Source: an optimization exercise on an open RTL-to-GDS flow (aim: small area). Production flows keep margins and buffers that such runs may drop.
Function was checked by simulation only, so behaviour that the tests miss may differ from the original.
Power figures rest on the tool's default switching activity, not on a simulated workload.

Setup of run 1:
// window_gen_kxk
module window_gen_kxk #(
    parameter int unsigned DATA_WIDTH = 32,
    parameter int unsigned IMG_WIDTH  = 34,
    parameter int unsigned IMG_HEIGHT = 34,
    parameter int unsigned K          = 3,
    parameter int unsigned STRIDE     = 1
) (
    input  logic                      clk,
    input  logic                      resetn,
    input  logic                      data_valid_in,
    input  logic [DATA_WIDTH-1:0]     data_in,
    output logic [K*K*DATA_WIDTH-1:0] window_out,
    output logic                      valid_out,
    output logic                      frame_done
);
Size in the first run: roughly 2300 flip-flops, about 330 I/O pins, about 71000 um^2 of cells after synthesis.
Settings: LEC_CHECK=0, CAP_MARGIN=20, CORE_MARGIN=2, CORE_UTILIZATION=70, PLACE_DENSITY=0.8, SLEW_MARGIN=20; clock period 3.0 ns.
standard.sh (not shown) runs the stock make flow with config.mk's settings and CLKGATE_MAP_FILE= SYNTH_SCRIPT=/design/flow/synth_recipe.tcl, a recipe that flattens the netlist after the stock synthesis.
==> flow/flow/run.sh <==
#!/bin/bash
set -euo pipefail
cd "$(dirname "$0")/.."
export BUFFER_PORTS_ARGS="-buffer_cell sky130_fd_sc_hd__buf_1"
export PRE_RESIZE_TCL="$PWD/flow/pre_resize.tcl"
export POST_GLOBAL_PLACE_TCL="$PWD/flow/post_gp.tcl"
export CTS_ARGS="-sink_clustering_enable -repair_clock_nets -dont_use_dummy_load -buf_list {sky130_fd_sc_hd__clkbuf_4} -sink_clustering_size 12 -sink_clustering_max_diameter 40"
bash standard.sh > standard_flow.log 2>&1
==> flow/flow/post_gp.tcl <==
# The data and reset inputs arrive early enough to need hold padding after
# CTS anyway; make their port buffers delay-gate buffers so that the
# padding is the port buffer itself rather than an extra cell.
foreach inst [get_cells input*] {
  set net [get_full_name [get_nets -of [get_pins -of $inst -filter "direction==input"]]]
  if {[string match {data_in*} $net] || $net eq "resetn"} {
    if {[get_property [get_lib_cells -of $inst] name] eq "sky130_fd_sc_hd__buf_1"} {
      replace_cell $inst sky130_fd_sc_hd__dlygate4sd3_1
    }
  }
}
==> flow/flow/pre_resize.tcl <==
# Before the standard repair_design: take out the buffer tree that
# timing-driven global placement built on the high-fanout enable net, so
# repair_design rebuilds it (smaller). Port buffers are kept: their output
# nets are marked dont_touch while buffers are removed.
set port_bufs [get_cells -quiet {input* output*}]
set port_nets [get_nets -of [get_pins -of $port_bufs -filter "direction==output"]]
set_dont_touch $port_nets
remove_buffers
unset_dont_touch $port_nets
diff inputs: run 1 => run 2
==> flow/flow/run.sh <==
#!/bin/bash
set -euo pipefail
cd "$(dirname "$0")/.."
export BUFFER_PORTS_ARGS="-buffer_cell sky130_fd_sc_hd__buf_1"
export PRE_RESIZE_TCL="$PWD/flow/pre_resize.tcl"
export CTS_ARGS="-sink_clustering_enable -repair_clock_nets -dont_use_dummy_load -buf_list {sky130_fd_sc_hd__clkbuf_4} -sink_clustering_size 12 -sink_clustering_max_diameter 40"
bash standard.sh > standard_flow.log 2>&1
removed: flow/flow/post_gp.tcl
[summary]
- The clock latency reported for the late side of the worst-skew pair of run 2 exceeds that of run 1 by 0.03 ns.
- On placed instance area, run 2 and run 1 are neck and neck.
- ~same part of the total power dissipated in the clock network in run 2 and run 1
- No stage failed in run 2, and the final checks on the layout all came back clean.
- Run 1 completed; timing, DRC and antenna clean
- Proportion of cell area occupied by registers ended up 0.22 points higher on run 2 than on run 1.
- Run 2 vs. run 1: number of placed instances with taps included was more or less identical; multi-input gate share of total cell area was more or less identical; clock transition time at the flip-flop clock pins of the worst setup and hold paths was more or less identical.
What run 3 does differently from run 2 at the input level:
==> flow/flow/run.sh <==
#!/bin/bash
set -euo pipefail
cd "$(dirname "$0")/.."
export BUFFER_PORTS_ARGS="-buffer_cell sky130_fd_sc_hd__buf_1"
export PRE_RESIZE_TCL="$PWD/flow/pre_resize.tcl"
export POST_GLOBAL_PLACE_TCL="$PWD/flow/post_gp.tcl"
export CTS_ARGS="-sink_clustering_enable -repair_clock_nets -dont_use_dummy_load -buf_list {sky130_fd_sc_hd__clkbuf_4} -sink_clustering_size 12 -sink_clustering_max_diameter 40"
bash standard.sh > standard_flow.log 2>&1
==> flow/flow/post_gp.tcl (new file) <==
# The data and reset inputs arrive early enough to need hold padding after
# CTS anyway; make their port buffers delay-gate buffers so that the
# padding is the port buffer itself rather than an extra cell.
foreach port [get_ports {data_in[*] resetn}] {
  foreach pin [get_pins -quiet -of [get_nets -of $port] -filter "direction==input"] {
    set inst [get_cells -of $pin]
    if {[get_property [get_lib_cells -of $inst] name] eq "sky130_fd_sc_hd__buf_1"} {
      replace_cell $inst sky130_fd_sc_hd__dlygate4sd3_1
    }
  }
}
Results
Of run 2 and run 3, only run 2 finishes the flow clean.
Average size of a mapped cell: run 2 vs run 3 identical
Between run 2 and run 3, the difference in die boundary width is negligible.
Async set or reset register ratio after synthesis: run 3 vs run 2 identical
Comparing run 3 against run 2, there is no change at all in synthesized cell count.
On number of distinct library cells after synthesis, run 2 and run 3 are neck and neck.
Re number of synthesized register bits: no difference whatsoever between run 2 and run 3.
On adder and majority cell fraction of the synthesized area, run 2 tracks run 3 almost exactly.
Re area after synthesis: no difference whatsoever between run 3 and run 2.

* * *

build 87:
The RTL this note starts from:
==> flow/design.v <==
package cnn_pkg;
    localparam int unsigned K_SMALL    = 3;
    localparam int unsigned K_LARGE    = 5;
    localparam int unsigned STRIDE_ONE = 1;
    localparam int unsigned STRIDE_TWO = 2;
    function automatic logic is_legal_k(input int unsigned k);
        is_legal_k = (k == K_SMALL) || (k == K_LARGE);
    endfunction
    function automatic logic is_legal_stride(input int unsigned s);
        is_legal_stride = (s == STRIDE_ONE) || (s == STRIDE_TWO);
    endfunction
    function automatic int unsigned slot_index(input int unsigned row,
                                               input int unsigned col,
                                               input int unsigned k);
        slot_index = row * k + col;
    endfunction
    function automatic int unsigned last_aligned(input int unsigned dim,
                                                 input int unsigned k,
                                                 input int unsigned s);
        last_aligned = (k - 1) + ((dim - k) / s) * s;
    endfunction
endpackage
module row_delay #(
    parameter int unsigned DEPTH = 71,
    parameter int unsigned WIDTH = 32
) (
    input  logic                   clk,
    input  logic                   en,
    input  logic [WIDTH-1:0]       din,
    output logic [DEPTH*WIDTH-1:0] stages
);
    logic [WIDTH-1:0] mem [DEPTH];
    always_ff @(posedge clk) begin
        if (en) begin
            mem[0] <= din;
            for (int unsigned i = 1; i < DEPTH - 1; i++) begin
                mem[i] <= mem[i-1];
            end
        end
    end
    always_ff @(posedge clk) begin
        mem[DEPTH-1] <= mem[DEPTH-2];
    end
    always_comb begin
        for (int unsigned i = 0; i < DEPTH; i++) begin
            stages[i*WIDTH +: WIDTH] = mem[i];
        end
    end
endmodule
module window_gen_kxk #(
    parameter int unsigned DATA_WIDTH = 32,
    parameter int unsigned IMG_WIDTH  = 34,
    parameter int unsigned IMG_HEIGHT = 34,
    parameter int unsigned K          = 3,
    parameter int unsigned STRIDE     = 1
) (
    input  logic                      clk,
    input  logic                      resetn,
    input  logic                      data_valid_in,
    input  logic [DATA_WIDTH-1:0]     data_in,
    output logic [K*K*DATA_WIDTH-1:0] window_out,
    output logic                      valid_out,
    output logic                      frame_done
);
    localparam int unsigned CW = $clog2(IMG_WIDTH);
    localparam int unsigned RW = $clog2(IMG_HEIGHT);
    localparam int unsigned NS = (K - 1) * IMG_WIDTH + K;
    localparam logic [CW-1:0] COL_MAX     = CW'(IMG_WIDTH - 1);
    localparam logic [CW-1:0] COL_FIRST   = CW'(K - 1);
    localparam logic [CW-1:0] COL_LAST_AL = CW'(cnn_pkg::last_aligned(IMG_WIDTH, K, STRIDE));
    localparam logic [RW-1:0] ROW_MAX     = RW'(IMG_HEIGHT - 1);
    localparam logic [RW-1:0] ROW_FIRST   = RW'(K - 1);
    localparam logic [RW-1:0] ROW_LAST_AL = RW'(cnn_pkg::last_aligned(IMG_HEIGHT, K, STRIDE));
    localparam logic          PH_MAX      = 1'(STRIDE - 1);
    if (!cnn_pkg::is_legal_k(K)) begin : g_bad_k
        $error("window_gen_kxk: K must be 3 or 5");
    end
    if (!cnn_pkg::is_legal_stride(STRIDE)) begin : g_bad_stride
        $error("window_gen_kxk: STRIDE must be 1 or 2");
    end
    if (IMG_WIDTH < K) begin : g_bad_width
        $error("window_gen_kxk: IMG_WIDTH must be at least K");
    end
    if (IMG_HEIGHT < K) begin : g_bad_height
        $error("window_gen_kxk: IMG_HEIGHT must be at least K");
    end
    function automatic logic ph_step(input logic ph);
        ph_step = (ph == PH_MAX) ? 1'b0 : ph + 1'b1;
    endfunction
    logic                      accept;
    logic                      emit;
    logic                      frame_end;
    logic [CW-1:0]             col;
    logic [RW-1:0]             row;
    logic                      col_ph;
    logic                      row_ph;
    logic [NS*DATA_WIDTH-1:0]  stages;
    logic                      valid_q;
    logic                      frame_done_q;
    assign accept = data_valid_in;
    row_delay #(
        .DEPTH (NS),
        .WIDTH (DATA_WIDTH)
    ) u_line (
        .clk    (clk),
        .en     (accept),
        .din    (data_in),
        .stages (stages)
    );
    always_ff @(posedge clk or negedge resetn) begin
        if (!resetn) begin
            col    <= '0;
            row    <= '0;
            col_ph <= 1'b0;
            row_ph <= 1'b0;
        end else if (accept) begin
            if (col == COL_MAX) begin
                col    <= '0;
                col_ph <= 1'b0;
                if (row == ROW_MAX) begin
                    row    <= '0;
                    row_ph <= 1'b0;
                end else begin
                    row    <= row + 1'b1;
                    row_ph <= (row >= ROW_FIRST) ? ph_step(row_ph) : 1'b0;
                end
            end else begin
                col    <= col + 1'b1;
                col_ph <= (col >= COL_FIRST) ? ph_step(col_ph) : 1'b0;
            end
        end
    end
    assign emit = accept && (row >= ROW_FIRST) && (col >= COL_FIRST)
                  && (col_ph == 1'b0) && (row_ph == 1'b0);
    assign frame_end = emit && (row == ROW_LAST_AL) && (col == COL_LAST_AL);
    always_comb begin
        for (int unsigned j = 0; j < K; j++) begin
            for (int unsigned i = 0; i < K; i++) begin
                window_out[cnn_pkg::slot_index(j, i, K)*DATA_WIDTH +: DATA_WIDTH] =
                    stages[((K-1-j)*IMG_WIDTH + (K-1-i))*DATA_WIDTH +: DATA_WIDTH];
            end
        end
    end
    always_ff @(posedge clk or negedge resetn) begin
        if (!resetn) begin
            valid_q      <= 1'b0;
            frame_done_q <= 1'b0;
        end else begin
            valid_q      <= emit;
            frame_done_q <= frame_end;
        end
    end
    assign valid_out  = valid_q;
    assign frame_done = frame_done_q;
endmodule
export LEC_CHECK = 0
export CAP_MARGIN = 20
export CORE_MARGIN = 2
export CORE_UTILIZATION = 85
export PLACE_DENSITY = 0.92
export SLEW_MARGIN = 20
create_clock -name core_clock -period 3.0 [get_ports {clk}]
==> flow/flow/run.sh <==
#!/bin/bash
set -euo pipefail
cd "$(dirname "$0")/.."
export BUFFER_PORTS_ARGS="-buffer_cell sky130_fd_sc_hd__buf_1"
export CTS_ARGS="-sink_clustering_enable -repair_clock_nets -dont_use_dummy_load -buf_list {sky130_fd_sc_hd__clkbuf_4 sky130_fd_sc_hd__clkbuf_8} -sink_clustering_size 20 -sink_clustering_max_diameter 60"
bash standard.sh > standard_flow.log 2>&1
What ended build 87 was a tool error in 3_5_place_dp; the run never finished.
Setup changes, build 87 to build 62
- PLACE_DENSITY now 0.8, was 0.92
- CORE_UTILIZATION now 70, was 85
Build 62 | stages: all done | timing, DRC, antenna: all pass
Changes observed in build 62 relative to build 87: initial cell density of the core saw a decrease; width of the die saw an increase; count of standard-cell rows saw an increase.
Comparing build 62 against build 87, there is no change at all in number of buffers added on ports.
Taking build 87 as 1.0, build 62 lands at 1.10 on vertical die dimension.
Going from build 87 to build 62, final RePlAce weighted congestion grows by 1.1%.
What build 17 does differently from build 62 at the input level:
- an added CTS_CLUSTER_DIAMETER of 50
- an added CTS_BUF_LIST of sky130_fd_sc_hd__clkbuf_8
- a change of CAP_MARGIN from 20 to 0
- a change of SLEW_MARGIN from 20 to 0
- an added CTS_CLUSTER_SIZE of 20
==> flow/run.sh (new file) <==
#!/bin/bash
# synth_recipe.tcl (not shown) runs the flow's synth.tcl, then flattens the netlist and writes it again
# the make line also repeats each setting of config.mk as NAME=value (left out here)
make -C /OpenROAD-flow-scripts/flow DESIGN_CONFIG=/design/flow/config.mk WORK_HOME=/design/flow/orfs CLKGATE_MAP_FILE= SYNTH_SCRIPT=/design/flow/synth_recipe.tcl finish
removed: flow/flow/run.sh
removed: flow/standard.sh
Notes after the runs:
- Timing, DRC, antenna: 0 failures across build 17 and build 62
- Relative to build 62, layout overhead on the synthesized area has increased by 3.5 points in build 17.
- Diff build 17 and build 62: static leakage lower in build 62
- When the final numbers for build 17 and build 62 were put side by side, the wire length per cell turned out to be greater in build 62.
- Build 17 against build 62: hold slack went down; number of buffers other than clock buffers in the final layout now sits lower; filler cell count in the final layout went down by 156; combinational group share of total power moved up.
> inputs changed (build 17 -> build 56)
- SLEW_MARGIN now 20, was 0
- CORE_UTILIZATION now 40, was 70
- CTS_CLUSTER_DIAMETER no longer set, was 50
- PLACE_DENSITY now 0.6, was 0.8
- CTS_BUF_LIST no longer set, was sky130_fd_sc_hd__clkbuf_8
- CAP_MARGIN now 20, was 0
- CTS_CLUSTER_SIZE no longer set, was 20
### Flow results
- Build 17 → build 56: number of ordinary and repair buffers in the finished layout neither gained nor lost much; area growth from synthesis to final layout now larger.
- On sum of internal, switching and leakage power, build 17 beats build 56.
- Build 17 → build 56: power share of the clock group higher; final cell count climbed about 30%; power share of the combinational group fell by 0.6 points.
- In the final reports, the cell area of build 56 is larger than that of build 17.
- Build 56 reached the end of the flow, and the finished layout is clean on the timing, design-rule and antenna checks.
- Clock transition at the registers of the reported paths sits lower in build 56 than in build 17.
- Build 56 ends up with higher clock power than build 17 does.
What build 77 does differently from build 56 at the input level:
- changing CORE_UTILIZATION from 40 to 70
- changing PLACE_DENSITY from 0.6 to 0.8
==> flow/flow/run.sh (new file) <==
#!/bin/bash
set -euo pipefail
cd "$(dirname "$0")/.."
export BUFFER_PORTS_ARGS="-buffer_cell sky130_fd_sc_hd__buf_1"
export PRE_RESIZE_TCL="$PWD/flow/pre_resize.tcl"
export CTS_ARGS="-sink_clustering_enable -repair_clock_nets -dont_use_dummy_load -buf_list {sky130_fd_sc_hd__clkbuf_4} -sink_clustering_size 12 -sink_clustering_max_diameter 40"
bash standard.sh > standard_flow.log 2>&1
==> flow/flow/pre_resize.tcl (new file) <==
# Before the standard repair_design: take out the buffer tree that
# timing-driven global placement built on the high-fanout enable net, so
# repair_design rebuilds it (smaller). Port buffers are kept: their output
# nets are marked dont_touch while buffers are removed.
set port_bufs [get_cells -quiet {input* output*}]
set port_nets [get_nets -of [get_pins -of $port_bufs -filter "direction==output"]]
set_dont_touch $port_nets
remove_buffers
unset_dont_touch $port_nets
==> flow/standard.sh (new file) <==
#!/bin/bash
# synth_recipe.tcl (not shown) runs the flow's synth.tcl, then flattens the netlist and writes it again
# the make line also repeats each setting of config.mk as NAME=value (left out here)
make -C /OpenROAD-flow-scripts/flow DESIGN_CONFIG=/design/flow/config.mk WORK_HOME=/design/flow/orfs CLKGATE_MAP_FILE= SYNTH_SCRIPT=/design/flow/synth_recipe.tcl "${@:-finish}"
removed: flow/run.sh
Findings:
Per the final summary, build 77 finished and its layout is clean on timing, DRC and antenna.
In the tables for build 77 and build 56, routed wire length reads higher with build 56.
Relative to build 56, count of clock-buffer cells in the layout has gone down in build 77.
Build 77 vs build 56 — total net switching power dropped by more than 10%
Slowest library cell on the worst path: clkdlybuf4s50_1 -> build 56, edfxtp_1 -> build 77
Sort build 77 and build 56 by area enclosed by the die boundary asc -> top: build 77

==> static timing again, ports no longer ideal <==
No port has a modelled driver above. Below, the same layouts with a new extraction and two added sets of constraints. Step 1 (the two cells are an assumption about what drives the block):
set clk [get_ports {clk}]
set_driving_cell -lib_cell sky130_fd_sc_hd__clkbuf_16 $clk
set_driving_cell -lib_cell sky130_fd_sc_hd__buf_2 [delete_from_list [all_inputs] $clk]
Step 2, shift: input delay + t, output delay - t, t = (earliest + latest rising clock arrival at the registers) / 2. This alone moves slack from input paths to output paths. Three values: ideal, step 1, step 2; two values: the first two.
run	shift t [ns]	setup WS [ns]	worst setup path at the end	worst data-port slew with drivers (ns)
run 1	1.129	0.251 / 0.298 / -0.831	input to register	0.06
run 2	1.127	0.261 / 0.296 / -0.831	input to register	0.05
build 62	0.883	0.829 / 0.758 / 0.722	input to register	0.05
build 17	0.891	0.459 / 0.394 / 0.811	input to register	0.08
build 56	0.875	0.478 / 0.409 / 0.768	input to register	0.08
build 77	1.139	0.579 / 0.508 / -0.295	input to register	0.04
With both steps, setup timing fails in run 1, run 2 and build 77, where it was met with ideal ports. The setup slack of run 2, which loses most, moves by +0.035 ns with the drivers and by -1.092 ns with both steps.
